Source: an optimization exercise on an open RTL-to-GDS flow (aim: small area, a short achievable clock period and few clock cycles per item). Production flows keep margins and buffers that such runs may drop. Where RTL was checked, it was by simulation tests only, not by an equivalence proof against the original. Power figures rest on the tool's default switching activity, not on a simulated workload.

Setup of rev 12:
==> flow/design.v <==
package rac_pkg;
	localparam int COORD_W = 11;
	localparam int REG_W   = 12;
	localparam int EXT_W   = 11;
	localparam int COLOR_W = 8;
	localparam int SUM_W   = 30;
	localparam int CNT_W   = 23;
	localparam logic [1:0] REG_LEFT   = 2'd0;
	localparam logic [1:0] REG_TOP    = 2'd1;
	localparam logic [1:0] REG_WIDTH  = 2'd2;
	localparam logic [1:0] REG_HEIGHT = 2'd3;
endpackage
module rac_add #(
	parameter int W = 8
) (
	input  logic [W-1:0] a,
	input  logic [W-1:0] b,
	input  logic         cin,
	output logic [W-1:0] sum,
	output logic         cout
);
	localparam int L = $clog2(W);
	logic [W-1:0] p, g;
	logic [W-1:0] gg [L+1];
	logic [W-1:0] pp [L+1];
	always_comb begin
		p = a ^ b;
		g = a & b;
		gg[0] = g;
		pp[0] = p;
		gg[0][0] = g[0] | (p[0] & cin);
		for (int l = 0; l < L; l++) begin
			for (int i = 0; i < W; i++) begin
				if (((i >> l) & 1) == 1) begin
					gg[l+1][i] = gg[l][i] | (pp[l][i] & gg[l][((i >> l) << l) - 1]);
					pp[l+1][i] = pp[l][i] & pp[l][((i >> l) << l) - 1];
				end else begin
					gg[l+1][i] = gg[l][i];
					pp[l+1][i] = pp[l][i];
				end
			end
		end
		sum[0] = p[0] ^ cin;
		for (int i = 1; i < W; i++) begin
			sum[i] = p[i] ^ gg[L][i-1];
		end
		cout = gg[L][W-1];
	end
endmodule
module rac_inc #(
	parameter int W = 8
) (
	input  logic [W-1:0] a,
	input  logic         inc,
	output logic [W-1:0] sum
);
	localparam int L = $clog2(W);
	logic [W-1:0] pp [L+1];
	always_comb begin
		pp[0] = a;
		for (int l = 0; l < L; l++) begin
			for (int i = 0; i < W; i++) begin
				if (((i >> l) & 1) == 1) begin
					pp[l+1][i] = pp[l][i] & pp[l][((i >> l) << l) - 1];
				end else begin
					pp[l+1][i] = pp[l][i];
				end
			end
		end
		sum[0] = a[0] ^ inc;
		for (int i = 1; i < W; i++) begin
			sum[i] = a[i] ^ (inc & pp[L][i-1]);
		end
	end
endmodule
module rac_front (
	input  logic                        clk,
	input  logic                        arst_n,
	input  logic                        wr_lo,
	input  logic                        wr_ext,
	input  logic [rac_pkg::REG_W-1:0]   data,
	input  logic [rac_pkg::COORD_W-1:0] p,
	output logic                        hit
);
	localparam int W = rac_pkg::COORD_W + 1;
	logic [rac_pkg::COORD_W-1:0] lo_q;
	logic [rac_pkg::EXT_W-1:0]   ext_q;
	always_ff @(posedge clk or negedge arst_n) begin
		if (!arst_n) begin
			lo_q  <= '0;
			ext_q <= '0;
		end else begin
			if (wr_lo) begin
				lo_q <= data[rac_pkg::REG_W-1] ? '0 : data[rac_pkg::COORD_W-1:0];
			end
			if (wr_ext) begin
				ext_q <= data[rac_pkg::EXT_W-1:0];
			end
		end
	end
	logic [W-1:0] a, b, c, sv, cv;
	logic [W:0]   t;
	assign a  = {1'b0, lo_q};
	assign b  = {1'b0, ext_q};
	assign c  = ~{1'b0, p};
	assign sv = a ^ b ^ c;
	assign cv = {(a[W-2:0] & b[W-2:0]) | (a[W-2:0] & c[W-2:0]) | (b[W-2:0] & c[W-2:0]), 1'b1};
	assign t  = {1'b0, sv} + {1'b0, cv};
	assign hit = (p >= lo_q) &&
		(t[W] ^ ((a[W-1] & b[W-1]) | (a[W-1] & c[W-1]) | (b[W-1] & c[W-1])));
endmodule
module rac_queue (
	input  logic                        clk,
	input  logic                        arst_n,
	input  logic                        take,
	input  logic                        hit,
	input  logic [rac_pkg::COLOR_W-1:0] pixel_red,
	input  logic [rac_pkg::COLOR_W-1:0] pixel_green,
	input  logic [rac_pkg::COLOR_W-1:0] pixel_blue,
	input  logic                        last_pixel,
	output logic                        s_valid,
	output logic                        s_hit,
	output logic [rac_pkg::COLOR_W-1:0] s_red,
	output logic [rac_pkg::COLOR_W-1:0] s_green,
	output logic [rac_pkg::COLOR_W-1:0] s_blue,
	output logic                        s_last
);
	always_ff @(posedge clk or negedge arst_n) begin
		if (!arst_n) begin
			s_valid <= 1'b0;
		end else begin
			s_valid <= take;
		end
	end
	always_ff @(posedge clk) begin
		s_hit   <= hit;
		s_red   <= pixel_red;
		s_green <= pixel_green;
		s_blue  <= pixel_blue;
		s_last  <= last_pixel;
	end
endmodule
module rac_accum (
	input  logic                        clk,
	input  logic                        clr,
	input  logic                        div,
	input  logic                        add,
	input  logic [rac_pkg::COLOR_W-1:0] color,
	input  logic [rac_pkg::SUM_W:0]     div_in,
	output logic [rac_pkg::SUM_W:0]     acc,
	output logic [rac_pkg::COLOR_W-1:0] mean
);
	localparam int SW = rac_pkg::SUM_W;
	localparam int MW = rac_pkg::COLOR_W;
	logic [SW:0] acc_q;
	logic        cy_q;
	logic [MW-1:0]    lo_sum;
	logic             lo_cy;
	logic [SW-MW-1:0] hi_sum;
	rac_add #(.W(MW)) u_lo (.a(acc_q[MW-1:0]), .b(color), .cin(1'b0), .sum(lo_sum), .cout(lo_cy));
	rac_inc #(.W(SW-MW)) u_hi (.a(acc_q[SW-1:MW]), .inc(cy_q), .sum(hi_sum));
	always_ff @(posedge clk) begin
		if (clr) begin
			acc_q <= '0;
			cy_q  <= 1'b0;
		end else if (div) begin
			acc_q <= div_in;
			cy_q  <= 1'b0;
		end else begin
			acc_q <= {1'b0, hi_sum, add ? lo_sum : acc_q[MW-1:0]};
			cy_q  <= add && lo_cy;
		end
	end
	assign acc  = acc_q;
	assign mean = acc_q[MW-1:0];
endmodule
module rac_step (
	input  logic [rac_pkg::SUM_W:0]   acc,
	input  logic [rac_pkg::CNT_W-1:0] tally,
	output logic [rac_pkg::SUM_W:0]   next
);
	localparam int SW = rac_pkg::SUM_W;
	localparam int CW = rac_pkg::CNT_W;
	localparam int LO = SW - CW;   
	logic        neg;
	logic [CW:0] rem;
	assign neg = acc[SW];
	rac_add #(.W(CW+1)) u_add (
		.a    (acc[SW:LO]),
		.b    ({1'b0, tally} ^ {(CW+1){!neg}}),
		.cin  (!neg),
		.sum  (rem),
		.cout ()
	);
	assign next = {rem[CW-1:0], acc[LO-1:0], !rem[CW]};
endmodule
module rac_div (
	input  logic       clk,
	input  logic       arst_n,
	input  logic       pixel_valid,
	input  logic       last_pixel,
	input  logic       s_valid,
	input  logic       s_last,
	input  logic       counted,
	input  logic       mean_ready,
	output logic       pixel_ready,
	output logic       take,
	output logic       clr,
	output logic       div,
	output logic       mean_valid,
	output logic       region_empty
);
	logic       open_q, open_n;
	logic       end_q;
	logic [4:0] step_q;
	assign take = pixel_valid && pixel_ready;
	assign open_n = (open_q || clr || (mean_valid && mean_ready)) && !(take && last_pixel);
	always_ff @(posedge clk or negedge arst_n) begin
		if (!arst_n) begin
			pixel_ready <= 1'b0;
			open_q      <= 1'b0;
			clr         <= 1'b1;
			end_q       <= 1'b0;
			div         <= 1'b0;
			mean_valid  <= 1'b0;
		end else begin
			open_q      <= open_n;
			pixel_ready <= open_n;
			clr   <= mean_valid && mean_ready;
			end_q <= s_valid && s_last;
			if (end_q && !region_empty) begin
				div <= 1'b1;
			end else if (step_q == '0) begin
				div <= 1'b0;
			end
			if (mean_valid && mean_ready) begin
				mean_valid <= 1'b0;
			end else if ((div && step_q == '0) || (end_q && region_empty)) begin
				mean_valid <= 1'b1;
			end
		end
	end
	always_ff @(posedge clk) begin
		if (clr) begin
			region_empty <= 1'b1;
		end else if (counted) begin
			region_empty <= 1'b0;
		end
		if (div) begin
			step_q <= step_q - 1'b1;
		end else begin
			step_q <= 5'd23;
		end
	end
endmodule
module region_average_color_core (
	input  logic       clk,
	input  logic       arst_n,
	input  logic       cfg_wr_en,
	input  logic [1:0] cfg_index,
	input  logic [11:0] cfg_data,
	input  logic        pixel_valid,
	output logic        pixel_ready,
	input  logic [10:0] pixel_x,
	input  logic [10:0] pixel_y,
	input  logic [7:0]  pixel_blue,
	input  logic [7:0]  pixel_green,
	input  logic [7:0]  pixel_red,
	input  logic        last_pixel,
	output logic        mean_valid,
	input  logic        mean_ready,
	output logic [7:0]  mean_red,
	output logic [7:0]  mean_green,
	output logic [7:0]  mean_blue,
	output logic [22:0] inside_count,
	output logic        region_empty
);
	localparam int CW = rac_pkg::CNT_W;
	logic in_x, in_y;
	rac_front u_fx (
		.clk    (clk),
		.arst_n (arst_n),
		.wr_lo  (cfg_wr_en && cfg_index == rac_pkg::REG_LEFT),
		.wr_ext (cfg_wr_en && cfg_index == rac_pkg::REG_WIDTH),
		.data   (cfg_data),
		.p      (pixel_x),
		.hit    (in_x)
	);
	rac_front u_fy (
		.clk    (clk),
		.arst_n (arst_n),
		.wr_lo  (cfg_wr_en && cfg_index == rac_pkg::REG_TOP),
		.wr_ext (cfg_wr_en && cfg_index == rac_pkg::REG_HEIGHT),
		.data   (cfg_data),
		.p      (pixel_y),
		.hit    (in_y)
	);
	logic        take, clr, div;
	logic        s_valid, s_hit, s_last;
	logic [7:0]  s_red, s_green, s_blue;
	rac_queue u_in (
		.clk         (clk),
		.arst_n      (arst_n),
		.take        (take),
		.hit         (in_x && in_y),
		.pixel_red   (pixel_red),
		.pixel_green (pixel_green),
		.pixel_blue  (pixel_blue),
		.last_pixel  (last_pixel),
		.s_valid     (s_valid),
		.s_hit       (s_hit),
		.s_red       (s_red),
		.s_green     (s_green),
		.s_blue      (s_blue),
		.s_last      (s_last)
	);
	logic [CW-1:0] tally_q;
	logic          counted;
	logic [CW-1:0] tally_next;
	assign counted = s_valid && s_hit && !tally_q[CW-1];
	rac_inc #(.W(CW)) u_tally (.a(tally_q), .inc(counted), .sum(tally_next));
	always_ff @(posedge clk) begin
		if (clr) begin
			tally_q <= '0;
		end else begin
			tally_q <= tally_next;
		end
	end
	localparam int SW = rac_pkg::SUM_W;
	logic [SW:0] acc_r, acc_g, acc_b, step_b;
	rac_step u_step (.acc(acc_b), .tally(tally_q), .next(step_b));
	rac_accum u_r (.clk(clk), .clr(clr), .div(div), .add(counted), .color(s_red),
		.div_in(step_b), .acc(acc_r), .mean(mean_red));
	rac_accum u_g (.clk(clk), .clr(clr), .div(div), .add(counted), .color(s_green),
		.div_in(acc_r), .acc(acc_g), .mean(mean_green));
	rac_accum u_b (.clk(clk), .clr(clr), .div(div), .add(counted), .color(s_blue),
		.div_in(acc_g), .acc(acc_b), .mean(mean_blue));
	rac_div u_ctl (
		.clk          (clk),
		.arst_n       (arst_n),
		.pixel_valid  (pixel_valid),
		.last_pixel   (last_pixel),
		.s_valid      (s_valid),
		.s_last       (s_last),
		.counted      (counted),
		.mean_ready   (mean_ready),
		.pixel_ready  (pixel_ready),
		.take         (take),
		.clr          (clr),
		.div          (div),
		.mean_valid   (mean_valid),
		.region_empty (region_empty)
	);
	assign inside_count = tally_q;
endmodule
Settings: LEC_CHECK=0, CAP_MARGIN=20, CORE_MARGIN=2, CORE_UTILIZATION=40, SETUP_SLACK_MARGIN=3.3, SLEW_MARGIN=20; clock period 6.0 ns.
run.sh (not shown) runs the stock make flow with config.mk's settings and CLKGATE_MAP_FILE= SYNTH_SCRIPT=/design/flow/synth_recipe.tcl, a recipe that flattens the netlist after the stock synthesis.
Testbench counts of rev 12, summed over its fixed seeds: cycles 226,313, pixels 216,409.
Input changes introduced in rev 13 (baseline for comparison: rev 12):
--- a/flow/design.v
+++ b/flow/design.v
@@ -79,15 +79,15 @@
 	input  logic                        wr_lo,
 	input  logic                        wr_ext,
 	input  logic [rac_pkg::REG_W-1:0]   data,
 	input  logic [rac_pkg::COORD_W-1:0] p,
 	output logic                        hit
 );
-	localparam int W = rac_pkg::COORD_W + 1;
 	logic [rac_pkg::COORD_W-1:0] lo_q;
 	logic [rac_pkg::EXT_W-1:0]   ext_q;
+	logic [rac_pkg::COORD_W:0]   hi_q;
 	always_ff @(posedge clk or negedge arst_n) begin
 		if (!arst_n) begin
 			lo_q  <= '0;
 			ext_q <= '0;
 		end else begin
 			if (wr_lo) begin
@@ -95,22 +95,16 @@
 			end
 			if (wr_ext) begin
 				ext_q <= data[rac_pkg::EXT_W-1:0];
 			end
 		end
 	end
-	logic [W-1:0] a, b, c, sv, cv;
-	logic [W:0]   t;
-	assign a  = {1'b0, lo_q};
-	assign b  = {1'b0, ext_q};
-	assign c  = ~{1'b0, p};
-	assign sv = a ^ b ^ c;
-	assign cv = {(a[W-2:0] & b[W-2:0]) | (a[W-2:0] & c[W-2:0]) | (b[W-2:0] & c[W-2:0]), 1'b1};
-	assign t  = {1'b0, sv} + {1'b0, cv};
-	assign hit = (p >= lo_q) &&
-		(t[W] ^ ((a[W-1] & b[W-1]) | (a[W-1] & c[W-1]) | (b[W-1] & c[W-1])));
+	always_ff @(posedge clk) begin
+		hi_q <= {1'b0, lo_q} + {1'b0, ext_q};
+	end
+	assign hit = (p >= lo_q) && ({1'b0, p} <= hi_q);
 endmodule
 module rac_queue (
 	input  logic                        clk,
 	input  logic                        arst_n,
 	input  logic                        take,
 	input  logic                        hit,
@@ -196,12 +190,13 @@
 endmodule
 module rac_div (
 	input  logic       clk,
 	input  logic       arst_n,
 	input  logic       pixel_valid,
 	input  logic       last_pixel,
+	input  logic       cfg_wr_en,
 	input  logic       s_valid,
 	input  logic       s_last,
 	input  logic       counted,
 	input  logic       mean_ready,
 	output logic       pixel_ready,
 	output logic       take,
@@ -222,13 +217,13 @@
 			clr         <= 1'b1;
 			end_q       <= 1'b0;
 			div         <= 1'b0;
 			mean_valid  <= 1'b0;
 		end else begin
 			open_q      <= open_n;
-			pixel_ready <= open_n;
+			pixel_ready <= open_n && !cfg_wr_en;
 			clr   <= mean_valid && mean_ready;
 			end_q <= s_valid && s_last;
 			if (end_q && !region_empty) begin
 				div <= 1'b1;
 			end else if (step_q == '0) begin
 				div <= 1'b0;
@@ -337,12 +332,13 @@
 		.div_in(acc_g), .acc(acc_b), .mean(mean_blue));
 	rac_div u_ctl (
 		.clk          (clk),
 		.arst_n       (arst_n),
 		.pixel_valid  (pixel_valid),
 		.last_pixel   (last_pixel),
+		.cfg_wr_en    (cfg_wr_en),
 		.s_valid      (s_valid),
 		.s_last       (s_last),
 		.counted      (counted),
 		.mean_ready   (mean_ready),
 		.pixel_ready  (pixel_ready),
 		.take         (take),
--- outcome ---
Worst hold slack | rev 13 below rev 12
Sort rev 13 and rev 12 by power consumed by sequential cells asc -> top: rev 12
From rev 12 to rev 13 the numbers moved as follows: total wirelength of the detailed-routed design went up; synthesized area divided by synthesized cell count did not really move; clock power went up; non-clock buffer instance count of the final layout went up; share of layout cells above drive strength 1 did not really move.
Diff rev 12 -> rev 13 | minimum clock period after layout | increase of 4.8 ps
Rev 13 vs rev 12 — proportion of synthesized flip-flops having asynchronous set or reset dropped 2.3 points.
Row die width: rev 13 higher / rev 12 lower
On power, the higher figure sits with rev 13, not rev 12.
Against rev 12, rev 13 reports a compound-gate portion of the synthesized area that is higher.
Rev 13 against rev 12: final instance area rose by 860 um2; global-route wire length before repair rose by 3800 um.
The RTL of rev 13 was laid out without a check of its function.

## afterwards: timing with drivers on the ports
The flow's constraints put no driver on any port. The routed layouts listed below were extracted and timed again, unchanged, in two steps.
Step 1: set_driving_cell puts a clkbuf_16 on clk and a buf_2 on each other input, an assumption about the parent block.
Step 2 adds t to the input delays and takes it off the output delays; t is the mean of the earliest and latest rising clock arrival at the registers after step 1. Input paths then give back, and output paths get back, about the clock's delay inside the block.
Three values: ideal ports, drivers, drivers and shift; two values: the first two.
run | t (ns) | setup slack, ns | worst register clock-pin slew, ns | pins driven straight from the clock port
rev 12 | 0.571 | 3.333 / 3.281 / 2.818 | 0.06 / 0.06 | 1
rev 13 | 0.579 | 3.328 / 3.277 / 2.821 | 0.06 / 0.06 | 1
After both steps every run listed still meets setup and hold. The setup slack of rev 12, which loses most, moves by -0.052 ns with the drivers and by -0.515 ns with both steps.
